Source: an optimization exercise on an open RTL-to-GDS flow (aim: small area, a short achievable clock period and few clock cycles). Production flows keep margins and buffers that such runs may drop.
RTL that was checked went through simulation tests only; none was proved equivalent to the original.
For run 2, only the layout was checked, not whether the RTL still works.
No activity file was given, so power comes from the tool's default toggle rates.

==> flow/design.v, too long to show whole: its modules and the start of the top module <==
// module dot_lane_sum: 1451 lines
// module ping_ram_dot_engine: 177 lines
module ping_ram_dot_engine
#(
  parameter int unsigned ACC_W = 40,
  parameter int unsigned LEN_W = 16
) (
  input  logic                         clk,
  input  logic                         reset,
  input  logic [31:0]                  input_addr,
  input  logic [31:0]                  weight_addr,
  input  logic [31:0]                  output_addr,
  input  logic [31:0]                  data_type,
  output logic [31:0]                  finish_signal,
  output logic [26:0]                  avm_address,
  output logic                         avm_read,
  output logic                         avm_write,
  output logic [31:0]                  avm_writedata,
  output logic [3:0]                   avm_byteenable,
  output logic                         avm_burstcount,
  input  logic [31:0]                  avm_readdata,
  input  logic                         avm_readdatavalid,
  input  logic                         avm_waitrequest
);
  // ...
==> flow/flow/run.sh <==
#!/bin/bash
set -euo pipefail
bash standard.sh SETUP_SLACK_MARGIN=9 "BUFFER_PORTS_ARGS=-buffer_cell sky130_fd_sc_hd__buf_1" finish > make.log 2>&1
==> flow/standard.sh <==
#!/bin/bash
# synth_recipe.tcl (not shown) runs the flow's synth.tcl, then flattens the netlist and writes it again
# the make line also repeats each setting of config.mk as NAME=value (left out here)
make -C /OpenROAD-flow-scripts/flow DESIGN_CONFIG=/design/flow/config.mk WORK_HOME=/design/flow/orfs CLKGATE_MAP_FILE= SYNTH_SCRIPT=/design/flow/synth_recipe.tcl "${@:-finish}"
==> flow/config.mk <==
export PLATFORM = sky130hd
export DESIGN_NAME = ping_ram_dot_engine
export DESIGN_NICKNAME = ping_ram_dot_engine
export VERILOG_FILES = /design/flow/design.v
export SDC_FILE = /design/flow/constraint.sdc
export NUM_CORES = 4
export LEC_CHECK = 0
export ABC_AREA = 0
export CAP_MARGIN = 20
export CORE_MARGIN = 2
export CORE_UTILIZATION = 50
export CTS_CLUSTER_DIAMETER = 70
export CTS_CLUSTER_SIZE = 35
export PLACE_DENSITY = 0.65
export SLEW_MARGIN = 20
export TNS_END_PERCENT = 0
==> flow/constraint.sdc <==
create_clock -name core_clock -period 12.0 [get_ports {clk}]
set_input_delay 2.4000 -clock core_clock [delete_from_list [all_inputs] [get_ports {clk}]]
set_output_delay 2.4000 -clock core_clock [all_outputs]
set_load 0.01 [all_outputs]
==> impl_metrics.env, run 1 <==
export IMPL_status="no timing/DRC/antenna violations"
export IMPL_clockBufferDepth=3
export IMPL_synth_mux_area_share_pct=4.079
export IMPL_seq_cell_count=289
export IMPL_met2_usage_pct=42.94
export IMPL_diodes=4
export IMPL_holdPathEnd="done_q$_SDFFE_PP0P_"
export IMPL_yosys_warnings=1
export IMPL_reg_top3="acc_c_q: 40 flops, acc_s_q: 40 flops, in_q: 32 flops"
export IMPL_die_h_um=207.1
export IMPL_seq_power_share_pct=35.3
export IMPL_dr_pass1_iters=5
export IMPL_maxSlewViolCount=0
export IMPL_finalCriticalPeriod_ns=3.695
export IMPL_startpoint="in_q[22]$_DFFE_PP_"
export IMPL_drt_antenna_violating_nets=0
export IMPL_place_ws_ns=7.543
export IMPL_synthTopCellsByCount="nor2_1 (217), edfxtp_1 (157), fa_1 (155)"
export IMPL_multi_input_area_um2=12050
export IMPL_topRoutingLayerUsed="met4"
export IMPL_power_leakage_nw=8.502
export IMPL_hold_path_depth=1
export IMPL_start_kind="flip-flop"
export IMPL_max_stage_delay_ns=0.38
export IMPL_hold_viol=0
export IMPL_crit_arrival_ns=1.29
export IMPL_postCtsHoldBufs=0
Testbench counts, summed over its fixed seeds: cycles 47,048.
==> module ping_ram_dot_engine, before the edit <==
module ping_ram_dot_engine
#(
  parameter int unsigned ACC_W = 40,
  parameter int unsigned LEN_W = 16
) (
  input  logic                         clk,
  input  logic                         reset,
  input  logic [31:0]                  input_addr,
  input  logic [31:0]                  weight_addr,
  input  logic [31:0]                  output_addr,
  input  logic [31:0]                  data_type,
  output logic [31:0]                  finish_signal,
  output logic [26:0]                  avm_address,
  output logic                         avm_read,
  output logic                         avm_write,
  output logic [31:0]                  avm_writedata,
  output logic [3:0]                   avm_byteenable,
  output logic                         avm_burstcount,
  input  logic [31:0]                  avm_readdata,
  input  logic                         avm_readdatavalid,
  input  logic                         avm_waitrequest
);
  localparam logic [2:0] RD_MAX = 3'd4;
  logic               go_q;
  logic               busy_q, done_q, err_q;
  logic [LEN_W-1:0]   len_q;
  logic               fmt16_q;
  logic               rd_q, wr_q;
  logic [24:0]        cur_q;         
  logic [24:0]        oth_q;         
  logic [24:0]        out_q;         
  logic [LEN_W-1:0]   rem_q;         
  logic               rph_q;         
  logic [2:0]         ocnt_q;        
  logic               dph_q;         
  logic [31:0]        in_q;          
  logic [15:0]        op_lo_q, op_hi_q;  
  logic [15:0]        x_src;
  logic [7:0]         one_q, two_q, neg_q;   
  logic               dig_ld;
  logic [15:0]        dig_src;
  logic [7:0]         one_d, two_d, neg_d;
  logic               mac_a_q, mac_b_q;
  logic [39:0]        acc_s_q, acc_c_q;  
  logic               go, start_bad;
  logic               rd_acc, wr_acc, last_rd, more_rd, rd_room, wr_set;
  logic [2:0]         ocnt_d;
  logic [39:0]        mac_s, mac_c, acc_sum;
  logic [31:0]        result;
  assign go        = data_type[31] & ~go_q;
  assign start_bad = data_type[25] | (|input_addr[1:0]) | (|weight_addr[1:0]) |
                     (|output_addr[1:0]);
  assign rd_acc  = rd_q & ~avm_waitrequest;
  assign wr_acc  = wr_q & ~avm_waitrequest;
  assign last_rd = rph_q & (rem_q == LEN_W'(1));
  assign more_rd = (rem_q != '0) & ~(rd_acc & last_rd);
  assign ocnt_d  = ocnt_q + {2'b0, rd_acc} - {2'b0, avm_readdatavalid};
  assign rd_room = avm_readdatavalid ? (~rd_acc | (ocnt_q < RD_MAX)) :
                                       (rd_acc ? (ocnt_q < RD_MAX - 3'd1) : (ocnt_q < RD_MAX));
  assign wr_set  = busy_q & ~rd_q & ~wr_q & (rem_q == '0) & (ocnt_q == '0) & ~mac_a_q &
                   ~mac_b_q;
  always_ff @(posedge clk) begin
    if (reset) begin
      go_q    <= 1'b0;
      busy_q  <= 1'b0;
      done_q  <= 1'b0;
      err_q   <= 1'b0;
      len_q   <= '0;
      rd_q    <= 1'b0;
      wr_q    <= 1'b0;
      ocnt_q  <= '0;
      dph_q   <= 1'b0;
      mac_a_q <= 1'b0;
      mac_b_q <= 1'b0;
    end else begin
      go_q    <= data_type[31];
      ocnt_q  <= ocnt_d;
      mac_a_q <= avm_readdatavalid & dph_q;
      mac_b_q <= mac_a_q;
      if (avm_readdatavalid) dph_q <= ~dph_q;
      if (go) begin
        busy_q <= ~start_bad;
        done_q <= start_bad;
        err_q  <= start_bad;
        len_q  <= start_bad ? '0 : data_type[LEN_W-1:0];
        rd_q   <= ~start_bad & (data_type[LEN_W-1:0] != '0);
        wr_q   <= 1'b0;
      end else begin
        if (rd_q & avm_waitrequest) rd_q <= 1'b1;
        else                        rd_q <= busy_q & more_rd & rd_room;
        if (wr_set) wr_q <= 1'b1;
        else if (wr_acc) begin
          wr_q   <= 1'b0;
          busy_q <= 1'b0;
          done_q <= 1'b1;
        end
      end
    end
  end
  always_ff @(posedge clk) begin
    if (~busy_q) begin
      fmt16_q <= data_type[24];
      out_q   <= output_addr[26:2];
    end
    if (~busy_q | rd_acc | wr_set) cur_q <= ~busy_q ? input_addr[26:2] : (rd_q ? oth_q : out_q);
    if (~busy_q | rd_acc)          oth_q <= ~busy_q ? weight_addr[26:2] : cur_q + 25'd1;
    if (~busy_q | rd_acc)          rph_q <= busy_q & ~rph_q;
    if (~busy_q | (rd_acc & rph_q)) rem_q <= ~busy_q ? data_type[LEN_W-1:0] : rem_q - LEN_W'(1);
  end
  always_ff @(posedge clk) begin
    if ((avm_readdatavalid & ~dph_q) | wr_set)
      in_q[31:16] <= wr_set ? result[31:16] : avm_readdata[31:16];
    if (avm_readdatavalid | wr_set)
      in_q[15:0]  <= wr_set ? result[15:0] :
                     (dph_q ? avm_readdata[31:16] : avm_readdata[15:0]);
    if ((avm_readdatavalid & dph_q) | mac_a_q) begin
      op_lo_q <= fmt16_q ? x_src : {x_src[7:0], 8'd0};
      op_hi_q <= fmt16_q ? x_src : {{8{x_src[15]}}, x_src[15:8]};
    end
  end
  assign x_src = mac_a_q ? in_q[31:16] : in_q[15:0];
  assign dig_ld  = ~reset & ((avm_readdatavalid & dph_q) | mac_a_q);
  assign dig_src = mac_a_q ? in_q[15:0] : avm_readdata[15:0];
  always_comb begin
    for (int k = 0; k < 8; k++) begin
      logic b2, b1, b0;
      b2 = dig_src[2*k+1];
      b1 = dig_src[2*k];
      if (k == 0)      b0 = 1'b0;
      else if (k == 4) b0 = dig_src[7] & fmt16_q;
      else             b0 = dig_src[2*k-1];
      one_d[k] = dig_ld & (b1 ^ b0);
      two_d[k] = dig_ld & ((b2 & ~b1 & ~b0) | (~b2 & b1 & b0));
      neg_d[k] = dig_ld & b2;
    end
  end
  always_ff @(posedge clk) begin
    one_q <= one_d;
    two_q <= two_d;
    neg_q <= neg_d;
  end
  dot_lane_sum u_lane_sum (
    .op_lo_i (op_lo_q),
    .op_hi_i (op_hi_q),
    .one_i   (one_q),
    .two_i   (two_q),
    .neg_i   (neg_q),
    .s_i     (acc_s_q),
    .c_i     (acc_c_q),
    .s_o     (mac_s),
    .c_o     (mac_c)
  );
  always_ff @(posedge clk) begin
    if (reset | wr_set) begin
      acc_s_q <= '0;
      acc_c_q <= '0;
    end else begin
      acc_s_q <= mac_s;
      acc_c_q <= mac_c;
    end
  end
  assign acc_sum = acc_s_q + acc_c_q;
  assign result  = fmt16_q ? acc_sum[31:0] : acc_sum[39:8];
  assign avm_address    = {cur_q, 2'b00};
  assign avm_read       = rd_q;
  assign avm_write      = wr_q;
  assign avm_writedata  = in_q;
  assign avm_byteenable = 4'hF;
  assign avm_burstcount = 1'b1;
  always_comb begin
    finish_signal                                 = '0;
    finish_signal[ping_ram_dot_pkg::DONE_B]       = done_q;
    finish_signal[ping_ram_dot_pkg::BUSY_B]       = busy_q;
    finish_signal[ping_ram_dot_pkg::ERR_B]        = err_q;
    finish_signal[LEN_W-1:0]                      = len_q;
  end
endmodule
==> inputs of run 2 (changes only) <==
--- a/flow/design.v
+++ b/flow/design.v
@@ -3,26 +3,30 @@
   localparam logic [1:0] FMT_I16X2 = 2'd1;
   localparam int unsigned DONE_B = 31;
   localparam int unsigned BUSY_B = 30;
   localparam int unsigned ERR_B  = 29;
   localparam int unsigned WORD_BYTES = 4;
 endpackage
 module dot_lane_sum
 (
-  input  logic [15:0]   op_lo_i,
-  input  logic [15:0]   op_hi_i,
+  input  logic          fmt16_i,
+  input  logic          fmt8_i,        
+  input  logic [15:0]   x_i,
   input  logic [7:0]    one_i,
   input  logic [7:0]    two_i,
   input  logic [7:0]    neg_i,
   input  logic [39:0]   s_i,
   input  logic [39:0]   c_i,
   output logic [39:0]   s_o,
   output logic [39:0]   c_o
 );
+  logic [15:0] op_lo, op_hi;    
+  assign op_lo = fmt8_i ? {x_i[7:0], 8'd0} : x_i;
+  assign op_hi = fmt16_i ? x_i : {{8{x_i[15]}}, x_i[15:8]};
   logic r0_0;
   logic r0_1;
   logic r0_2;
   logic r0_3;
   logic r0_4;
   logic r0_5;
   logic r0_6;
   logic r0_7;
@@ -692,152 +696,152 @@
   logic fs189;
   logic fc189;
   logic fx190;
   logic fs190;
   logic fc190;
   logic fx191;
   logic fs191;
   logic fc191;
-  assign r0_0 = ((one_i[0] & op_lo_i[0]) | (two_i[0] & 1'b0)) ^ neg_i[0];
-  assign r0_1 = ((one_i[0] & op_lo_i[1]) | (two_i[0] & op_lo_i[0])) ^ neg_i[0];
-  assign r0_2 = ((one_i[0] & op_lo_i[2]) | (two_i[0] & op_lo_i[1])) ^ neg_i[0];
-  assign r0_3 = ((one_i[0] & op_lo_i[3]) | (two_i[0] & op_lo_i[2])) ^ neg_i[0];
-  assign r0_4 = ((one_i[0] & op_lo_i[4]) | (two_i[0] & op_lo_i[3])) ^ neg_i[0];
-  assign r0_5 = ((one_i[0] & op_lo_i[5]) | (two_i[0] & op_lo_i[4])) ^ neg_i[0];
-  assign r0_6 = ((one_i[0] & op_lo_i[6]) | (two_i[0] & op_lo_i[5])) ^ neg_i[0];
-  assign r0_7 = ((one_i[0] & op_lo_i[7]) | (two_i[0] & op_lo_i[6])) ^ neg_i[0];
-  assign r0_8 = ((one_i[0] & op_lo_i[8]) | (two_i[0] & op_lo_i[7])) ^ neg_i[0];
-  assign r0_9 = ((one_i[0] & op_lo_i[9]) | (two_i[0] & op_lo_i[8])) ^ neg_i[0];
-  assign r0_10 = ((one_i[0] & op_lo_i[10]) | (two_i[0] & op_lo_i[9])) ^ neg_i[0];
-  assign r0_11 = ((one_i[0] & op_lo_i[11]) | (two_i[0] & op_lo_i[10])) ^ neg_i[0];
-  assign r0_12 = ((one_i[0] & op_lo_i[12]) | (two_i[0] & op_lo_i[11])) ^ neg_i[0];
-  assign r0_13 = ((one_i[0] & op_lo_i[13]) | (two_i[0] & op_lo_i[12])) ^ neg_i[0];
-  assign r0_14 = ((one_i[0] & op_lo_i[14]) | (two_i[0] & op_lo_i[13])) ^ neg_i[0];
-  assign r0_15 = ((one_i[0] & op_lo_i[15]) | (two_i[0] & op_lo_i[14])) ^ neg_i[0];
-  assign r0_16 = ((one_i[0] & op_lo_i[15]) | (two_i[0] & op_lo_i[15])) ^ neg_i[0];
-  assign r1_0 = ((one_i[1] & op_lo_i[0]) | (two_i[1] & 1'b0)) ^ neg_i[1];
-  assign r1_1 = ((one_i[1] & op_lo_i[1]) | (two_i[1] & op_lo_i[0])) ^ neg_i[1];
-  assign r1_2 = ((one_i[1] & op_lo_i[2]) | (two_i[1] & op_lo_i[1])) ^ neg_i[1];
-  assign r1_3 = ((one_i[1] & op_lo_i[3]) | (two_i[1] & op_lo_i[2])) ^ neg_i[1];
-  assign r1_4 = ((one_i[1] & op_lo_i[4]) | (two_i[1] & op_lo_i[3])) ^ neg_i[1];
-  assign r1_5 = ((one_i[1] & op_lo_i[5]) | (two_i[1] & op_lo_i[4])) ^ neg_i[1];
-  assign r1_6 = ((one_i[1] & op_lo_i[6]) | (two_i[1] & op_lo_i[5])) ^ neg_i[1];
-  assign r1_7 = ((one_i[1] & op_lo_i[7]) | (two_i[1] & op_lo_i[6])) ^ neg_i[1];
-  assign r1_8 = ((one_i[1] & op_lo_i[8]) | (two_i[1] & op_lo_i[7])) ^ neg_i[1];
-  assign r1_9 = ((one_i[1] & op_lo_i[9]) | (two_i[1] & op_lo_i[8])) ^ neg_i[1];
-  assign r1_10 = ((one_i[1] & op_lo_i[10]) | (two_i[1] & op_lo_i[9])) ^ neg_i[1];
-  assign r1_11 = ((one_i[1] & op_lo_i[11]) | (two_i[1] & op_lo_i[10])) ^ neg_i[1];
-  assign r1_12 = ((one_i[1] & op_lo_i[12]) | (two_i[1] & op_lo_i[11])) ^ neg_i[1];
-  assign r1_13 = ((one_i[1] & op_lo_i[13]) | (two_i[1] & op_lo_i[12])) ^ neg_i[1];
-  assign r1_14 = ((one_i[1] & op_lo_i[14]) | (two_i[1] & op_lo_i[13])) ^ neg_i[1];
-  assign r1_15 = ((one_i[1] & op_lo_i[15]) | (two_i[1] & op_lo_i[14])) ^ neg_i[1];
-  assign r1_16 = ((one_i[1] & op_lo_i[15]) | (two_i[1] & op_lo_i[15])) ^ neg_i[1];
-  assign r2_0 = ((one_i[2] & op_lo_i[0]) | (two_i[2] & 1'b0)) ^ neg_i[2];
-  assign r2_1 = ((one_i[2] & op_lo_i[1]) | (two_i[2] & op_lo_i[0])) ^ neg_i[2];
-  assign r2_2 = ((one_i[2] & op_lo_i[2]) | (two_i[2] & op_lo_i[1])) ^ neg_i[2];
-  assign r2_3 = ((one_i[2] & op_lo_i[3]) | (two_i[2] & op_lo_i[2])) ^ neg_i[2];
-  assign r2_4 = ((one_i[2] & op_lo_i[4]) | (two_i[2] & op_lo_i[3])) ^ neg_i[2];
-  assign r2_5 = ((one_i[2] & op_lo_i[5]) | (two_i[2] & op_lo_i[4])) ^ neg_i[2];
-  assign r2_6 = ((one_i[2] & op_lo_i[6]) | (two_i[2] & op_lo_i[5])) ^ neg_i[2];
-  assign r2_7 = ((one_i[2] & op_lo_i[7]) | (two_i[2] & op_lo_i[6])) ^ neg_i[2];
-  assign r2_8 = ((one_i[2] & op_lo_i[8]) | (two_i[2] & op_lo_i[7])) ^ neg_i[2];
-  assign r2_9 = ((one_i[2] & op_lo_i[9]) | (two_i[2] & op_lo_i[8])) ^ neg_i[2];
-  assign r2_10 = ((one_i[2] & op_lo_i[10]) | (two_i[2] & op_lo_i[9])) ^ neg_i[2];
-  assign r2_11 = ((one_i[2] & op_lo_i[11]) | (two_i[2] & op_lo_i[10])) ^ neg_i[2];
-  assign r2_12 = ((one_i[2] & op_lo_i[12]) | (two_i[2] & op_lo_i[11])) ^ neg_i[2];
-  assign r2_13 = ((one_i[2] & op_lo_i[13]) | (two_i[2] & op_lo_i[12])) ^ neg_i[2];
-  assign r2_14 = ((one_i[2] & op_lo_i[14]) | (two_i[2] & op_lo_i[13])) ^ neg_i[2];
-  assign r2_15 = ((one_i[2] & op_lo_i[15]) | (two_i[2] & op_lo_i[14])) ^ neg_i[2];
-  assign r2_16 = ((one_i[2] & op_lo_i[15]) | (two_i[2] & op_lo_i[15])) ^ neg_i[2];
-  assign r3_0 = ((one_i[3] & op_lo_i[0]) | (two_i[3] & 1'b0)) ^ neg_i[3];
-  assign r3_1 = ((one_i[3] & op_lo_i[1]) | (two_i[3] & op_lo_i[0])) ^ neg_i[3];
-  assign r3_2 = ((one_i[3] & op_lo_i[2]) | (two_i[3] & op_lo_i[1])) ^ neg_i[3];
-  assign r3_3 = ((one_i[3] & op_lo_i[3]) | (two_i[3] & op_lo_i[2])) ^ neg_i[3];
-  assign r3_4 = ((one_i[3] & op_lo_i[4]) | (two_i[3] & op_lo_i[3])) ^ neg_i[3];
-  assign r3_5 = ((one_i[3] & op_lo_i[5]) | (two_i[3] & op_lo_i[4])) ^ neg_i[3];
-  assign r3_6 = ((one_i[3] & op_lo_i[6]) | (two_i[3] & op_lo_i[5])) ^ neg_i[3];
-  assign r3_7 = ((one_i[3] & op_lo_i[7]) | (two_i[3] & op_lo_i[6])) ^ neg_i[3];
-  assign r3_8 = ((one_i[3] & op_lo_i[8]) | (two_i[3] & op_lo_i[7])) ^ neg_i[3];
-  assign r3_9 = ((one_i[3] & op_lo_i[9]) | (two_i[3] & op_lo_i[8])) ^ neg_i[3];
-  assign r3_10 = ((one_i[3] & op_lo_i[10]) | (two_i[3] & op_lo_i[9])) ^ neg_i[3];
-  assign r3_11 = ((one_i[3] & op_lo_i[11]) | (two_i[3] & op_lo_i[10])) ^ neg_i[3];
-  assign r3_12 = ((one_i[3] & op_lo_i[12]) | (two_i[3] & op_lo_i[11])) ^ neg_i[3];
-  assign r3_13 = ((one_i[3] & op_lo_i[13]) | (two_i[3] & op_lo_i[12])) ^ neg_i[3];
-  assign r3_14 = ((one_i[3] & op_lo_i[14]) | (two_i[3] & op_lo_i[13])) ^ neg_i[3];
-  assign r3_15 = ((one_i[3] & op_lo_i[15]) | (two_i[3] & op_lo_i[14])) ^ neg_i[3];
-  assign r3_16 = ((one_i[3] & op_lo_i[15]) | (two_i[3] & op_lo_i[15])) ^ neg_i[3];
-  assign r4_0 = ((one_i[4] & op_hi_i[0]) | (two_i[4] & 1'b0)) ^ neg_i[4];
-  assign r4_1 = ((one_i[4] & op_hi_i[1]) | (two_i[4] & op_hi_i[0])) ^ neg_i[4];
-  assign r4_2 = ((one_i[4] & op_hi_i[2]) | (two_i[4] & op_hi_i[1])) ^ neg_i[4];
-  assign r4_3 = ((one_i[4] & op_hi_i[3]) | (two_i[4] & op_hi_i[2])) ^ neg_i[4];
-  assign r4_4 = ((one_i[4] & op_hi_i[4]) | (two_i[4] & op_hi_i[3])) ^ neg_i[4];
-  assign r4_5 = ((one_i[4] & op_hi_i[5]) | (two_i[4] & op_hi_i[4])) ^ neg_i[4];
-  assign r4_6 = ((one_i[4] & op_hi_i[6]) | (two_i[4] & op_hi_i[5])) ^ neg_i[4];
-  assign r4_7 = ((one_i[4] & op_hi_i[7]) | (two_i[4] & op_hi_i[6])) ^ neg_i[4];
-  assign r4_8 = ((one_i[4] & op_hi_i[8]) | (two_i[4] & op_hi_i[7])) ^ neg_i[4];
-  assign r4_9 = ((one_i[4] & op_hi_i[9]) | (two_i[4] & op_hi_i[8])) ^ neg_i[4];
-  assign r4_10 = ((one_i[4] & op_hi_i[10]) | (two_i[4] & op_hi_i[9])) ^ neg_i[4];
-  assign r4_11 = ((one_i[4] & op_hi_i[11]) | (two_i[4] & op_hi_i[10])) ^ neg_i[4];
-  assign r4_12 = ((one_i[4] & op_hi_i[12]) | (two_i[4] & op_hi_i[11])) ^ neg_i[4];
-  assign r4_13 = ((one_i[4] & op_hi_i[13]) | (two_i[4] & op_hi_i[12])) ^ neg_i[4];
-  assign r4_14 = ((one_i[4] & op_hi_i[14]) | (two_i[4] & op_hi_i[13])) ^ neg_i[4];
-  assign r4_15 = ((one_i[4] & op_hi_i[15]) | (two_i[4] & op_hi_i[14])) ^ neg_i[4];
-  assign r4_16 = ((one_i[4] & op_hi_i[15]) | (two_i[4] & op_hi_i[15])) ^ neg_i[4];
-  assign r5_0 = ((one_i[5] & op_hi_i[0]) | (two_i[5] & 1'b0)) ^ neg_i[5];
-  assign r5_1 = ((one_i[5] & op_hi_i[1]) | (two_i[5] & op_hi_i[0])) ^ neg_i[5];
-  assign r5_2 = ((one_i[5] & op_hi_i[2]) | (two_i[5] & op_hi_i[1])) ^ neg_i[5];
-  assign r5_3 = ((one_i[5] & op_hi_i[3]) | (two_i[5] & op_hi_i[2])) ^ neg_i[5];
-  assign r5_4 = ((one_i[5] & op_hi_i[4]) | (two_i[5] & op_hi_i[3])) ^ neg_i[5];
-  assign r5_5 = ((one_i[5] & op_hi_i[5]) | (two_i[5] & op_hi_i[4])) ^ neg_i[5];
-  assign r5_6 = ((one_i[5] & op_hi_i[6]) | (two_i[5] & op_hi_i[5])) ^ neg_i[5];
-  assign r5_7 = ((one_i[5] & op_hi_i[7]) | (two_i[5] & op_hi_i[6])) ^ neg_i[5];
-  assign r5_8 = ((one_i[5] & op_hi_i[8]) | (two_i[5] & op_hi_i[7])) ^ neg_i[5];
-  assign r5_9 = ((one_i[5] & op_hi_i[9]) | (two_i[5] & op_hi_i[8])) ^ neg_i[5];
-  assign r5_10 = ((one_i[5] & op_hi_i[10]) | (two_i[5] & op_hi_i[9])) ^ neg_i[5];
-  assign r5_11 = ((one_i[5] & op_hi_i[11]) | (two_i[5] & op_hi_i[10])) ^ neg_i[5];
-  assign r5_12 = ((one_i[5] & op_hi_i[12]) | (two_i[5] & op_hi_i[11])) ^ neg_i[5];
-  assign r5_13 = ((one_i[5] & op_hi_i[13]) | (two_i[5] & op_hi_i[12])) ^ neg_i[5];
-  assign r5_14 = ((one_i[5] & op_hi_i[14]) | (two_i[5] & op_hi_i[13])) ^ neg_i[5];
-  assign r5_15 = ((one_i[5] & op_hi_i[15]) | (two_i[5] & op_hi_i[14])) ^ neg_i[5];
-  assign r5_16 = ((one_i[5] & op_hi_i[15]) | (two_i[5] & op_hi_i[15])) ^ neg_i[5];
-  assign r6_0 = ((one_i[6] & op_hi_i[0]) | (two_i[6] & 1'b0)) ^ neg_i[6];
-  assign r6_1 = ((one_i[6] & op_hi_i[1]) | (two_i[6] & op_hi_i[0])) ^ neg_i[6];
-  assign r6_2 = ((one_i[6] & op_hi_i[2]) | (two_i[6] & op_hi_i[1])) ^ neg_i[6];
-  assign r6_3 = ((one_i[6] & op_hi_i[3]) | (two_i[6] & op_hi_i[2])) ^ neg_i[6];
-  assign r6_4 = ((one_i[6] & op_hi_i[4]) | (two_i[6] & op_hi_i[3])) ^ neg_i[6];
-  assign r6_5 = ((one_i[6] & op_hi_i[5]) | (two_i[6] & op_hi_i[4])) ^ neg_i[6];
-  assign r6_6 = ((one_i[6] & op_hi_i[6]) | (two_i[6] & op_hi_i[5])) ^ neg_i[6];
-  assign r6_7 = ((one_i[6] & op_hi_i[7]) | (two_i[6] & op_hi_i[6])) ^ neg_i[6];
-  assign r6_8 = ((one_i[6] & op_hi_i[8]) | (two_i[6] & op_hi_i[7])) ^ neg_i[6];
-  assign r6_9 = ((one_i[6] & op_hi_i[9]) | (two_i[6] & op_hi_i[8])) ^ neg_i[6];
-  assign r6_10 = ((one_i[6] & op_hi_i[10]) | (two_i[6] & op_hi_i[9])) ^ neg_i[6];
-  assign r6_11 = ((one_i[6] & op_hi_i[11]) | (two_i[6] & op_hi_i[10])) ^ neg_i[6];
-  assign r6_12 = ((one_i[6] & op_hi_i[12]) | (two_i[6] & op_hi_i[11])) ^ neg_i[6];
-  assign r6_13 = ((one_i[6] & op_hi_i[13]) | (two_i[6] & op_hi_i[12])) ^ neg_i[6];
-  assign r6_14 = ((one_i[6] & op_hi_i[14]) | (two_i[6] & op_hi_i[13])) ^ neg_i[6];
-  assign r6_15 = ((one_i[6] & op_hi_i[15]) | (two_i[6] & op_hi_i[14])) ^ neg_i[6];
-  assign r6_16 = ((one_i[6] & op_hi_i[15]) | (two_i[6] & op_hi_i[15])) ^ neg_i[6];
-  assign r7_0 = ((one_i[7] & op_hi_i[0]) | (two_i[7] & 1'b0)) ^ neg_i[7];
-  assign r7_1 = ((one_i[7] & op_hi_i[1]) | (two_i[7] & op_hi_i[0])) ^ neg_i[7];
-  assign r7_2 = ((one_i[7] & op_hi_i[2]) | (two_i[7] & op_hi_i[1])) ^ neg_i[7];
-  assign r7_3 = ((one_i[7] & op_hi_i[3]) | (two_i[7] & op_hi_i[2])) ^ neg_i[7];
-  assign r7_4 = ((one_i[7] & op_hi_i[4]) | (two_i[7] & op_hi_i[3])) ^ neg_i[7];
-  assign r7_5 = ((one_i[7] & op_hi_i[5]) | (two_i[7] & op_hi_i[4])) ^ neg_i[7];
-  assign r7_6 = ((one_i[7] & op_hi_i[6]) | (two_i[7] & op_hi_i[5])) ^ neg_i[7];
-  assign r7_7 = ((one_i[7] & op_hi_i[7]) | (two_i[7] & op_hi_i[6])) ^ neg_i[7];
-  assign r7_8 = ((one_i[7] & op_hi_i[8]) | (two_i[7] & op_hi_i[7])) ^ neg_i[7];
-  assign r7_9 = ((one_i[7] & op_hi_i[9]) | (two_i[7] & op_hi_i[8])) ^ neg_i[7];
-  assign r7_10 = ((one_i[7] & op_hi_i[10]) | (two_i[7] & op_hi_i[9])) ^ neg_i[7];
-  assign r7_11 = ((one_i[7] & op_hi_i[11]) | (two_i[7] & op_hi_i[10])) ^ neg_i[7];
-  assign r7_12 = ((one_i[7] & op_hi_i[12]) | (two_i[7] & op_hi_i[11])) ^ neg_i[7];
-  assign r7_13 = ((one_i[7] & op_hi_i[13]) | (two_i[7] & op_hi_i[12])) ^ neg_i[7];
-  assign r7_14 = ((one_i[7] & op_hi_i[14]) | (two_i[7] & op_hi_i[13])) ^ neg_i[7];
-  assign r7_15 = ((one_i[7] & op_hi_i[15]) | (two_i[7] & op_hi_i[14])) ^ neg_i[7];
-  assign r7_16 = ((one_i[7] & op_hi_i[15]) | (two_i[7] & op_hi_i[15])) ^ neg_i[7];
+  assign r0_0 = ((one_i[0] & op_lo[0]) | (two_i[0] & 1'b0)) ^ neg_i[0];
+  assign r0_1 = ((one_i[0] & op_lo[1]) | (two_i[0] & op_lo[0])) ^ neg_i[0];
+  assign r0_2 = ((one_i[0] & op_lo[2]) | (two_i[0] & op_lo[1])) ^ neg_i[0];
+  assign r0_3 = ((one_i[0] & op_lo[3]) | (two_i[0] & op_lo[2])) ^ neg_i[0];
+  assign r0_4 = ((one_i[0] & op_lo[4]) | (two_i[0] & op_lo[3])) ^ neg_i[0];
+  assign r0_5 = ((one_i[0] & op_lo[5]) | (two_i[0] & op_lo[4])) ^ neg_i[0];
+  assign r0_6 = ((one_i[0] & op_lo[6]) | (two_i[0] & op_lo[5])) ^ neg_i[0];
+  assign r0_7 = ((one_i[0] & op_lo[7]) | (two_i[0] & op_lo[6])) ^ neg_i[0];
+  assign r0_8 = ((one_i[0] & op_lo[8]) | (two_i[0] & op_lo[7])) ^ neg_i[0];
+  assign r0_9 = ((one_i[0] & op_lo[9]) | (two_i[0] & op_lo[8])) ^ neg_i[0];
+  assign r0_10 = ((one_i[0] & op_lo[10]) | (two_i[0] & op_lo[9])) ^ neg_i[0];
+  assign r0_11 = ((one_i[0] & op_lo[11]) | (two_i[0] & op_lo[10])) ^ neg_i[0];
+  assign r0_12 = ((one_i[0] & op_lo[12]) | (two_i[0] & op_lo[11])) ^ neg_i[0];
+  assign r0_13 = ((one_i[0] & op_lo[13]) | (two_i[0] & op_lo[12])) ^ neg_i[0];
+  assign r0_14 = ((one_i[0] & op_lo[14]) | (two_i[0] & op_lo[13])) ^ neg_i[0];
+  assign r0_15 = ((one_i[0] & op_lo[15]) | (two_i[0] & op_lo[14])) ^ neg_i[0];
+  assign r0_16 = ((one_i[0] & op_lo[15]) | (two_i[0] & op_lo[15])) ^ neg_i[0];
+  assign r1_0 = ((one_i[1] & op_lo[0]) | (two_i[1] & 1'b0)) ^ neg_i[1];
+  assign r1_1 = ((one_i[1] & op_lo[1]) | (two_i[1] & op_lo[0])) ^ neg_i[1];
+  assign r1_2 = ((one_i[1] & op_lo[2]) | (two_i[1] & op_lo[1])) ^ neg_i[1];
+  assign r1_3 = ((one_i[1] & op_lo[3]) | (two_i[1] & op_lo[2])) ^ neg_i[1];
+  assign r1_4 = ((one_i[1] & op_lo[4]) | (two_i[1] & op_lo[3])) ^ neg_i[1];
+  assign r1_5 = ((one_i[1] & op_lo[5]) | (two_i[1] & op_lo[4])) ^ neg_i[1];
+  assign r1_6 = ((one_i[1] & op_lo[6]) | (two_i[1] & op_lo[5])) ^ neg_i[1];
+  assign r1_7 = ((one_i[1] & op_lo[7]) | (two_i[1] & op_lo[6])) ^ neg_i[1];
+  assign r1_8 = ((one_i[1] & op_lo[8]) | (two_i[1] & op_lo[7])) ^ neg_i[1];
+  assign r1_9 = ((one_i[1] & op_lo[9]) | (two_i[1] & op_lo[8])) ^ neg_i[1];
+  assign r1_10 = ((one_i[1] & op_lo[10]) | (two_i[1] & op_lo[9])) ^ neg_i[1];
+  assign r1_11 = ((one_i[1] & op_lo[11]) | (two_i[1] & op_lo[10])) ^ neg_i[1];
+  assign r1_12 = ((one_i[1] & op_lo[12]) | (two_i[1] & op_lo[11])) ^ neg_i[1];
+  assign r1_13 = ((one_i[1] & op_lo[13]) | (two_i[1] & op_lo[12])) ^ neg_i[1];
+  assign r1_14 = ((one_i[1] & op_lo[14]) | (two_i[1] & op_lo[13])) ^ neg_i[1];
+  assign r1_15 = ((one_i[1] & op_lo[15]) | (two_i[1] & op_lo[14])) ^ neg_i[1];
+  assign r1_16 = ((one_i[1] & op_lo[15]) | (two_i[1] & op_lo[15])) ^ neg_i[1];
+  assign r2_0 = ((one_i[2] & op_lo[0]) | (two_i[2] & 1'b0)) ^ neg_i[2];
+  assign r2_1 = ((one_i[2] & op_lo[1]) | (two_i[2] & op_lo[0])) ^ neg_i[2];
+  assign r2_2 = ((one_i[2] & op_lo[2]) | (two_i[2] & op_lo[1])) ^ neg_i[2];
+  assign r2_3 = ((one_i[2] & op_lo[3]) | (two_i[2] & op_lo[2])) ^ neg_i[2];
+  assign r2_4 = ((one_i[2] & op_lo[4]) | (two_i[2] & op_lo[3])) ^ neg_i[2];
+  assign r2_5 = ((one_i[2] & op_lo[5]) | (two_i[2] & op_lo[4])) ^ neg_i[2];
+  assign r2_6 = ((one_i[2] & op_lo[6]) | (two_i[2] & op_lo[5])) ^ neg_i[2];
+  assign r2_7 = ((one_i[2] & op_lo[7]) | (two_i[2] & op_lo[6])) ^ neg_i[2];
+  assign r2_8 = ((one_i[2] & op_lo[8]) | (two_i[2] & op_lo[7])) ^ neg_i[2];
+  assign r2_9 = ((one_i[2] & op_lo[9]) | (two_i[2] & op_lo[8])) ^ neg_i[2];
+  assign r2_10 = ((one_i[2] & op_lo[10]) | (two_i[2] & op_lo[9])) ^ neg_i[2];
+  assign r2_11 = ((one_i[2] & op_lo[11]) | (two_i[2] & op_lo[10])) ^ neg_i[2];
+  assign r2_12 = ((one_i[2] & op_lo[12]) | (two_i[2] & op_lo[11])) ^ neg_i[2];
+  assign r2_13 = ((one_i[2] & op_lo[13]) | (two_i[2] & op_lo[12])) ^ neg_i[2];
+  assign r2_14 = ((one_i[2] & op_lo[14]) | (two_i[2] & op_lo[13])) ^ neg_i[2];
+  assign r2_15 = ((one_i[2] & op_lo[15]) | (two_i[2] & op_lo[14])) ^ neg_i[2];
+  assign r2_16 = ((one_i[2] & op_lo[15]) | (two_i[2] & op_lo[15])) ^ neg_i[2];
+  assign r3_0 = ((one_i[3] & op_lo[0]) | (two_i[3] & 1'b0)) ^ neg_i[3];
+  assign r3_1 = ((one_i[3] & op_lo[1]) | (two_i[3] & op_lo[0])) ^ neg_i[3];
+  assign r3_2 = ((one_i[3] & op_lo[2]) | (two_i[3] & op_lo[1])) ^ neg_i[3];
+  assign r3_3 = ((one_i[3] & op_lo[3]) | (two_i[3] & op_lo[2])) ^ neg_i[3];
+  assign r3_4 = ((one_i[3] & op_lo[4]) | (two_i[3] & op_lo[3])) ^ neg_i[3];
+  assign r3_5 = ((one_i[3] & op_lo[5]) | (two_i[3] & op_lo[4])) ^ neg_i[3];
+  assign r3_6 = ((one_i[3] & op_lo[6]) | (two_i[3] & op_lo[5])) ^ neg_i[3];
+  assign r3_7 = ((one_i[3] & op_lo[7]) | (two_i[3] & op_lo[6])) ^ neg_i[3];
+  assign r3_8 = ((one_i[3] & op_lo[8]) | (two_i[3] & op_lo[7])) ^ neg_i[3];
+  assign r3_9 = ((one_i[3] & op_lo[9]) | (two_i[3] & op_lo[8])) ^ neg_i[3];
+  assign r3_10 = ((one_i[3] & op_lo[10]) | (two_i[3] & op_lo[9])) ^ neg_i[3];
+  assign r3_11 = ((one_i[3] & op_lo[11]) | (two_i[3] & op_lo[10])) ^ neg_i[3];
+  assign r3_12 = ((one_i[3] & op_lo[12]) | (two_i[3] & op_lo[11])) ^ neg_i[3];
+  assign r3_13 = ((one_i[3] & op_lo[13]) | (two_i[3] & op_lo[12])) ^ neg_i[3];
+  assign r3_14 = ((one_i[3] & op_lo[14]) | (two_i[3] & op_lo[13])) ^ neg_i[3];
+  assign r3_15 = ((one_i[3] & op_lo[15]) | (two_i[3] & op_lo[14])) ^ neg_i[3];
+  assign r3_16 = ((one_i[3] & op_lo[15]) | (two_i[3] & op_lo[15])) ^ neg_i[3];
+  assign r4_0 = ((one_i[4] & op_hi[0]) | (two_i[4] & 1'b0)) ^ neg_i[4];
+  assign r4_1 = ((one_i[4] & op_hi[1]) | (two_i[4] & op_hi[0])) ^ neg_i[4];
+  assign r4_2 = ((one_i[4] & op_hi[2]) | (two_i[4] & op_hi[1])) ^ neg_i[4];
+  assign r4_3 = ((one_i[4] & op_hi[3]) | (two_i[4] & op_hi[2])) ^ neg_i[4];
+  assign r4_4 = ((one_i[4] & op_hi[4]) | (two_i[4] & op_hi[3])) ^ neg_i[4];
+  assign r4_5 = ((one_i[4] & op_hi[5]) | (two_i[4] & op_hi[4])) ^ neg_i[4];
+  assign r4_6 = ((one_i[4] & op_hi[6]) | (two_i[4] & op_hi[5])) ^ neg_i[4];
+  assign r4_7 = ((one_i[4] & op_hi[7]) | (two_i[4] & op_hi[6])) ^ neg_i[4];
+  assign r4_8 = ((one_i[4] & op_hi[8]) | (two_i[4] & op_hi[7])) ^ neg_i[4];
+  assign r4_9 = ((one_i[4] & op_hi[9]) | (two_i[4] & op_hi[8])) ^ neg_i[4];
+  assign r4_10 = ((one_i[4] & op_hi[10]) | (two_i[4] & op_hi[9])) ^ neg_i[4];
+  assign r4_11 = ((one_i[4] & op_hi[11]) | (two_i[4] & op_hi[10])) ^ neg_i[4];
+  assign r4_12 = ((one_i[4] & op_hi[12]) | (two_i[4] & op_hi[11])) ^ neg_i[4];
+  assign r4_13 = ((one_i[4] & op_hi[13]) | (two_i[4] & op_hi[12])) ^ neg_i[4];
+  assign r4_14 = ((one_i[4] & op_hi[14]) | (two_i[4] & op_hi[13])) ^ neg_i[4];
+  assign r4_15 = ((one_i[4] & op_hi[15]) | (two_i[4] & op_hi[14])) ^ neg_i[4];
+  assign r4_16 = ((one_i[4] & op_hi[15]) | (two_i[4] & op_hi[15])) ^ neg_i[4];
+  assign r5_0 = ((one_i[5] & op_hi[0]) | (two_i[5] & 1'b0)) ^ neg_i[5];
+  assign r5_1 = ((one_i[5] & op_hi[1]) | (two_i[5] & op_hi[0])) ^ neg_i[5];
+  assign r5_2 = ((one_i[5] & op_hi[2]) | (two_i[5] & op_hi[1])) ^ neg_i[5];
+  assign r5_3 = ((one_i[5] & op_hi[3]) | (two_i[5] & op_hi[2])) ^ neg_i[5];
+  assign r5_4 = ((one_i[5] & op_hi[4]) | (two_i[5] & op_hi[3])) ^ neg_i[5];
+  assign r5_5 = ((one_i[5] & op_hi[5]) | (two_i[5] & op_hi[4])) ^ neg_i[5];
+  assign r5_6 = ((one_i[5] & op_hi[6]) | (two_i[5] & op_hi[5])) ^ neg_i[5];
+  assign r5_7 = ((one_i[5] & op_hi[7]) | (two_i[5] & op_hi[6])) ^ neg_i[5];
+  assign r5_8 = ((one_i[5] & op_hi[8]) | (two_i[5] & op_hi[7])) ^ neg_i[5];
+  assign r5_9 = ((one_i[5] & op_hi[9]) | (two_i[5] & op_hi[8])) ^ neg_i[5];
+  assign r5_10 = ((one_i[5] & op_hi[10]) | (two_i[5] & op_hi[9])) ^ neg_i[5];
+  assign r5_11 = ((one_i[5] & op_hi[11]) | (two_i[5] & op_hi[10])) ^ neg_i[5];
+  assign r5_12 = ((one_i[5] & op_hi[12]) | (two_i[5] & op_hi[11])) ^ neg_i[5];
+  assign r5_13 = ((one_i[5] & op_hi[13]) | (two_i[5] & op_hi[12])) ^ neg_i[5];
+  assign r5_14 = ((one_i[5] & op_hi[14]) | (two_i[5] & op_hi[13])) ^ neg_i[5];
+  assign r5_15 = ((one_i[5] & op_hi[15]) | (two_i[5] & op_hi[14])) ^ neg_i[5];
+  assign r5_16 = ((one_i[5] & op_hi[15]) | (two_i[5] & op_hi[15])) ^ neg_i[5];
+  assign r6_0 = ((one_i[6] & op_hi[0]) | (two_i[6] & 1'b0)) ^ neg_i[6];
+  assign r6_1 = ((one_i[6] & op_hi[1]) | (two_i[6] & op_hi[0])) ^ neg_i[6];
+  assign r6_2 = ((one_i[6] & op_hi[2]) | (two_i[6] & op_hi[1])) ^ neg_i[6];
+  assign r6_3 = ((one_i[6] & op_hi[3]) | (two_i[6] & op_hi[2])) ^ neg_i[6];
+  assign r6_4 = ((one_i[6] & op_hi[4]) | (two_i[6] & op_hi[3])) ^ neg_i[6];
+  assign r6_5 = ((one_i[6] & op_hi[5]) | (two_i[6] & op_hi[4])) ^ neg_i[6];
+  assign r6_6 = ((one_i[6] & op_hi[6]) | (two_i[6] & op_hi[5])) ^ neg_i[6];
+  assign r6_7 = ((one_i[6] & op_hi[7]) | (two_i[6] & op_hi[6])) ^ neg_i[6];
+  assign r6_8 = ((one_i[6] & op_hi[8]) | (two_i[6] & op_hi[7])) ^ neg_i[6];
+  assign r6_9 = ((one_i[6] & op_hi[9]) | (two_i[6] & op_hi[8])) ^ neg_i[6];
+  assign r6_10 = ((one_i[6] & op_hi[10]) | (two_i[6] & op_hi[9])) ^ neg_i[6];
+  assign r6_11 = ((one_i[6] & op_hi[11]) | (two_i[6] & op_hi[10])) ^ neg_i[6];
+  assign r6_12 = ((one_i[6] & op_hi[12]) | (two_i[6] & op_hi[11])) ^ neg_i[6];
+  assign r6_13 = ((one_i[6] & op_hi[13]) | (two_i[6] & op_hi[12])) ^ neg_i[6];
+  assign r6_14 = ((one_i[6] & op_hi[14]) | (two_i[6] & op_hi[13])) ^ neg_i[6];
+  assign r6_15 = ((one_i[6] & op_hi[15]) | (two_i[6] & op_hi[14])) ^ neg_i[6];
+  assign r6_16 = ((one_i[6] & op_hi[15]) | (two_i[6] & op_hi[15])) ^ neg_i[6];
+  assign r7_0 = ((one_i[7] & op_hi[0]) | (two_i[7] & 1'b0)) ^ neg_i[7];
+  assign r7_1 = ((one_i[7] & op_hi[1]) | (two_i[7] & op_hi[0])) ^ neg_i[7];
+  assign r7_2 = ((one_i[7] & op_hi[2]) | (two_i[7] & op_hi[1])) ^ neg_i[7];
+  assign r7_3 = ((one_i[7] & op_hi[3]) | (two_i[7] & op_hi[2])) ^ neg_i[7];
+  assign r7_4 = ((one_i[7] & op_hi[4]) | (two_i[7] & op_hi[3])) ^ neg_i[7];
+  assign r7_5 = ((one_i[7] & op_hi[5]) | (two_i[7] & op_hi[4])) ^ neg_i[7];
+  assign r7_6 = ((one_i[7] & op_hi[6]) | (two_i[7] & op_hi[5])) ^ neg_i[7];
+  assign r7_7 = ((one_i[7] & op_hi[7]) | (two_i[7] & op_hi[6])) ^ neg_i[7];
+  assign r7_8 = ((one_i[7] & op_hi[8]) | (two_i[7] & op_hi[7])) ^ neg_i[7];
+  assign r7_9 = ((one_i[7] & op_hi[9]) | (two_i[7] & op_hi[8])) ^ neg_i[7];
+  assign r7_10 = ((one_i[7] & op_hi[10]) | (two_i[7] & op_hi[9])) ^ neg_i[7];
+  assign r7_11 = ((one_i[7] & op_hi[11]) | (two_i[7] & op_hi[10])) ^ neg_i[7];
+  assign r7_12 = ((one_i[7] & op_hi[12]) | (two_i[7] & op_hi[11])) ^ neg_i[7];
+  assign r7_13 = ((one_i[7] & op_hi[13]) | (two_i[7] & op_hi[12])) ^ neg_i[7];
+  assign r7_14 = ((one_i[7] & op_hi[14]) | (two_i[7] & op_hi[13])) ^ neg_i[7];
+  assign r7_15 = ((one_i[7] & op_hi[15]) | (two_i[7] & op_hi[14])) ^ neg_i[7];
+  assign r7_16 = ((one_i[7] & op_hi[15]) | (two_i[7] & op_hi[15])) ^ neg_i[7];
   assign hs0 = neg_i[6] ^ s_i[12];
   assign hc0 = neg_i[6] & s_i[12];
   assign hs1 = s_i[13] ^ c_i[13];
   assign hc1 = s_i[13] & c_i[13];
   assign fx2 = neg_i[7] ^ s_i[14];
   assign fs2 = fx2 ^ c_i[14];
   assign fc2 = (neg_i[7] & s_i[14]) | (fx2 & c_i[14]);
   assign hs3 = r0_14 ^ r1_12;
@@ -1479,27 +1483,27 @@
   input  logic                         avm_readdatavalid,
   input  logic                         avm_waitrequest
 );
   localparam logic [2:0] RD_MAX = 3'd4;
   logic               go_q;
   logic               busy_q, done_q, err_q;
   logic [LEN_W-1:0]   len_q;
   logic               fmt16_q;
+  logic               fmt8_q;        
   logic               rd_q, wr_q;
   logic [24:0]        cur_q;         
   logic [24:0]        oth_q;         
   logic [24:0]        out_q;         
   logic [LEN_W-1:0]   rem_q;         
   logic               rph_q;         
   logic [2:0]         ocnt_q;        
   logic               dph_q;         
   logic [31:0]        in_q;          
-  logic [15:0]        op_lo_q, op_hi_q;  
-  logic [15:0]        x_src;
+  logic [15:0]        x_q;           
   logic [7:0]         one_q, two_q, neg_q;   
   logic               dig_ld;
   logic [15:0]        dig_src;
   logic [7:0]         one_d, two_d, neg_d;
   logic               mac_a_q, mac_b_q;
   logic [39:0]        acc_s_q, acc_c_q;  
   logic               go, start_bad;
   logic               rd_acc, wr_acc, last_rd, more_rd, rd_room, wr_set;
@@ -1554,35 +1558,32 @@
           done_q <= 1'b1;
         end
       end
     end
   end
   always_ff @(posedge clk) begin
     if (~busy_q) begin
       fmt16_q <= data_type[24];
+      fmt8_q  <= ~data_type[24];
       out_q   <= output_addr[26:2];
     end
     if (~busy_q | rd_acc | wr_set) cur_q <= ~busy_q ? input_addr[26:2] : (rd_q ? oth_q : out_q);
     if (~busy_q | rd_acc)          oth_q <= ~busy_q ? weight_addr[26:2] : cur_q + 25'd1;
     if (~busy_q | rd_acc)          rph_q <= busy_q & ~rph_q;
     if (~busy_q | (rd_acc & rph_q)) rem_q <= ~busy_q ? data_type[LEN_W-1:0] : rem_q - LEN_W'(1);
   end
   always_ff @(posedge clk) begin
     if ((avm_readdatavalid & ~dph_q) | wr_set)
       in_q[31:16] <= wr_set ? result[31:16] : avm_readdata[31:16];
     if (avm_readdatavalid | wr_set)
       in_q[15:0]  <= wr_set ? result[15:0] :
                      (dph_q ? avm_readdata[31:16] : avm_readdata[15:0]);
-    if ((avm_readdatavalid & dph_q) | mac_a_q) begin
-      op_lo_q <= fmt16_q ? x_src : {x_src[7:0], 8'd0};
-      op_hi_q <= fmt16_q ? x_src : {{8{x_src[15]}}, x_src[15:8]};
-    end
+    if ((avm_readdatavalid & dph_q) | mac_a_q) x_q <= mac_a_q ? in_q[31:16] : in_q[15:0];
   end
-  assign x_src = mac_a_q ? in_q[31:16] : in_q[15:0];
   assign dig_ld  = ~reset & ((avm_readdatavalid & dph_q) | mac_a_q);
   assign dig_src = mac_a_q ? in_q[15:0] : avm_readdata[15:0];
   always_comb begin
     for (int k = 0; k < 8; k++) begin
       logic b2, b1, b0;
       b2 = dig_src[2*k+1];
       b1 = dig_src[2*k];
       if (k == 0)      b0 = 1'b0;
@@ -1594,18 +1595,19 @@
     end
   end
   always_ff @(posedge clk) begin
     one_q <= one_d;
     two_q <= two_d;
     neg_q <= neg_d;
   end
   dot_lane_sum u_lane_sum (
-    .op_lo_i (op_lo_q),
-    .op_hi_i (op_hi_q),
+    .fmt16_i (fmt16_q),
+    .fmt8_i  (fmt8_q),
+    .x_i     (x_q),
     .one_i   (one_q),
     .two_i   (two_q),
     .neg_i   (neg_q),
     .s_i     (acc_s_q),
     .c_i     (acc_c_q),
     .s_o     (mac_s),
     .c_o     (mac_c)
   );
==> flow/flow/run.sh (replaced) <==
#!/bin/bash
set -euo pipefail
bash standard.sh SETUP_SLACK_MARGIN=9 "BUFFER_PORTS_ARGS=-buffer_cell sky130_fd_sc_hd__buf_2" finish > make.log 2>&1
==> flow/config.mk (replaced) <==
export PLATFORM = sky130hd
export DESIGN_NAME = ping_ram_dot_engine
export DESIGN_NICKNAME = ping_ram_dot_engine
export VERILOG_FILES = /design/flow/design.v
export SDC_FILE = /design/flow/constraint.sdc
export NUM_CORES = 4
export LEC_CHECK = 0
export ABC_AREA = 1
export CAP_MARGIN = 20
export CORE_MARGIN = 2
export CORE_UTILIZATION = 40
export PLACE_DENSITY = 0.6
export SLEW_MARGIN = 20
export TNS_END_PERCENT = 0
==> impl_metrics.env, run 2 <==
export IMPL_io_buffers=213
export IMPL_hold_slack_ns=0.4635
export IMPL_finalCriticalPeriod_ns=3.929
export IMPL_drt_antenna_violating_nets=0
export IMPL_powerDensity_nw_per_um2=163.4
export IMPL_layout_commonest_cell="nand2_1"
export IMPL_reg_top3="acc_c_q: 40 flops, acc_s_q: 40 flops, in_q: 32 flops"
export IMPL_cts_htree_levels=2
export IMPL_synthTopCellsByCount="nand2_1 (493), inv_1 (378), nor2_1 (277)"
export IMPL_nFillCells=5095
export IMPL_cts_root_buf="clkbuf_16"
export IMPL_path_max_fanout=8
export IMPL_crit_family="adder cells"
export IMPL_hold_path_class="flip-flop to flip-flop"
export IMPL_sw_frac_of_total_pct=39.78
export IMPL_grt_pass1_wl_um=101900
export IMPL_dr_pass1_iters=5
export IMPL_fmax_ghz=0.2545
export IMPL_path_clk_slew_ns=0.06
export IMPL_final_area_um2=23750
export IMPL_status="no timing/DRC/antenna violations"
export IMPL_synth_top_area_share_pct=20.59
export IMPL_rows=83
export IMPL_via_count=17876
export IMPL_layout_nets=3096
export IMPL_crit_arrival_ns=4.33
export IMPL_syn_avg_cell_area_um2=8.219
export IMPL_drc=0
export IMPL_dieArea_um2=53620
export IMPL_cp_end_kind="flip-flop"
export IMPL_ys_flop_type="edfxtp_1"
export IMPL_initial_utilization_pct=40.37
export IMPL_grtUsageTotal_pct=24.65
export IMPL_synth_edff_count=142
export IMPL_hold_viol=0
export IMPL_ioPinCount=262
export IMPL_grt_max_degree=100
export IMPL_synthesis_area_um2=20710
export IMPL_min_delay_start="len_q[10]$_SDFFE_PP0P_"
export IMPL_peakVddDrop_mv=0.1179
export IMPL_grt_overflow_total=0
export IMPL_placed_area_um2=22290
export IMPL_clkLatencyLatePin_ns=0.57
export IMPL_viasPerCell=5.238
export IMPL_area_growth_pct=14.66
export IMPL_grt_pass1_vias=17920
export IMPL_die_h_um=231.6
export IMPL_slowest_stage="fa_2"
export IMPL_place_hpwl_um=51200
export IMPL_wl_per_cell_um=19.29
export IMPL_yosys_warnings=1
export IMPL_power_leakage_nw=10.65
export IMPL_p_switching_mw=1.544
export IMPL_rsz0062_at_grt="true"
export IMPL_pwr_share_clk_pct=27.1
export IMPL_die_x_um=231.6
export IMPL_cts_tree="done"
export IMPL_seq_power_share_pct=31.4
export IMPL_clockBufferDepth=3
export IMPL_drtIter0Drc=1441
export IMPL_cap_violations=0
export IMPL_core_um2=51300
export IMPL_yosys_area_top_type="edfxtp_1"
export IMPL_routed_wl_um=65830
export IMPL_power_internal_mw=2.338
export IMPL_postSynthRegisterBits=274
export IMPL_synth_area_leaders="edfxtp_1 (21%), fa_1 (15%), dfxtp_1 (13%)"
export IMPL_cts_sinks=274
export IMPL_crit_type="flip-flop to flip-flop"
export IMPL_mostFrequentLayoutCells="nand2_1 (492), inv_1 (376), nor2_1 (275)"
export IMPL_ys_seq_area_share_pct=33.35
export IMPL_start_kind="flip-flop"
export IMPL_clock_skew_ns=0.03451
export IMPL_layout_drive_gt1_share_pct=13.65
export IMPL_worstMarginPinSlew_ns=1.011
export IMPL_worst_path_most_repeated_cell="fa_2"
export IMPL_maxSlewViolCount=0
export IMPL_setup_tns_final_ns=0
export IMPL_async_flop_share_pct=0
export IMPL_cp_cell_sequence="buf_12, o21ai_4, o22ai_2, xor2_1, fa_2, fa_2, fa_2, fa_1, fa_1, nor2_1"
export IMPL_cts_buffers=35
export IMPL_startpoint="fmt8_q$_DFFE_PN_"
export IMPL_reg2reg_from="fmt8_q$_DFFE_PN_"
export IMPL_crit_required_ns=12.41
export IMPL_pwr_share_comb_pct=41.5
export IMPL_antenna_found_initial=7
export IMPL_yosysMostFrequentCell="nand2_1"
export IMPL_synthCells=2520
export IMPL_synthDistinctLibCells=49
export IMPL_period_share_pct=32.74
export IMPL_gp_congestion=0.9574
export IMPL_max_stage_delay_ns=0.62
export IMPL_finalSetupViolations=0
export IMPL_cp_buffers_inverters=1
export IMPL_slew_headroom_pct=32.61
-- run 2: changes by cell type after synthesis, sizes merged, moves of 80 or more --
cell / change
inv: +244
a22oi: -120
clkbuf: -80
o22ai: +117
o21ai: +128
nand2: +406
-- run 2: power groups by stage --
stage	registers (mW)	clock network, mW	logic [mW]
2_1_floorplan	1.21	0	1.13
3_3_place_gp	1.23	0	1.55
3_5_place_dp	1.24	0	1.59
4_1_cts	1.22	1.07	1.61
5_1_grt	1.24	1.11	1.86
6_report	1.22	1.05	1.61
-- run 2: worst register-to-register path, stage by stage, from the launching register on --
cell      delay (ns)
edfxtp_1        0.51
buf_12          0.21
o21ai_4         0.31
o22ai_2         0.13
xor2_1          0.20
fa_2            0.62
fa_2            0.45
fa_2            0.36
fa_1            0.45
fa_1            0.49
nor2_1          0.04
-- run 2: routing by layer --
layer,up-vias,GRT usage [%],share of wire (%)
li1,8450,-,-
met1,8516,33.15,43
met2,780,39.43,45
met3,120,5.401,8.5
met4,10,8.053,3.1
met5,-,0,0.093
-- run 2: through the flow --
step                      cells  power [mW]  utilization (%)  setup slack [ns]
after CTS                  3411       3.902            46.18             8.133
after detailed placement   3339       2.827            43.45             7.450
final                      3413       3.882            46.29             8.071
after global placement     3339       2.779            43.45             7.496
after floorplan            2538       2.339                -             8.334
after global routing       3413       4.204            46.29             7.984
-- run 2: cells by family (layout without fill, tap and decap cells) --
group,Yosys count,count (layout),synth area share (%)
flops,274,274,33.35
xor+xnor,182,182,7.696
simple gates,949,949,19.10
compound gates,389,389,10.86
other cells,2,21,0.03626
fa+ha+maj,226,226,19.27
buf+inv,498,692,9.689
-- run 2: worst paths after layout --
check / to / cells after the start / slack [ns]
max reg2reg: acc_c_q[17]$_SDFF_PP0_ / 10 / 8.07
max: acc_c_q[17]$_SDFF_PP0_ / 10 / 8.07
min reg2reg: len_q[10]$_SDFFE_PP0P_ / 1 / 0.46
min: len_q[10]$_SDFFE_PP0P_ / 1 / 0.46
-- run 2: cell type report --
cell class / instances / area [µm²] / area share, %
diodes: 1 / 2.502 / 0.01054
clock buffers: 45 / 947.2 / 3.988
repair buffers: 237 / 1287 / 5.421
well taps: 680 / 850.8 / 3.583
flip-flops and latches: 274 / 6913 / 29.11
inverters: 392 / 1486 / 6.259
multi-input cells: 1766 / 12080 / 50.87
clock inverters: 18 / 181.4 / 0.7639
-- run 2: repair_timing --
| action | in CTS | in global routing |
|---|---|---|
| buffers inserted | 9 | 1 |
| gates resized for setup | 50 | 8 |
| setup endpoints to repair | 282 | 289 |
| pin swaps | 10 | 4 |
| hold buffers | 0 | 0 |

[afterwards: timing with drivers on the ports]
Ports are ideal in the flow. The routed layouts listed here were re-timed in OpenROAD.
Step 1 sets driving cells, clkbuf_16 on the clock port and buf_2 on the other inputs (assumed; they add their load-dependent delay and slew).
Step 2 moves the port delays by t, midway between the first and last clock arrival at a register: inputs arrive t later, outputs are due t later. That takes back most of the time a late clock gives input paths.
Slacks: ideal ports / drivers / drivers and shift; pairs: ideal ports / drivers.
| run | t (ns) | setup slack, ns | latest minus earliest clock arrival (ns) |
|---|---|---|---|
| run 1 | 0.647 | 8.305 / 8.252 / 7.768 | 0.037 / 0.037 |
| run 2 | 0.611 | 8.071 / 8.071 / 7.762 | 0.035 / 0.034 |
After both steps every run listed still meets setup and hold. For run 1, which loses most, drivers alone change the setup slack by -0.053 ns; drivers and shift together by -0.537 ns.
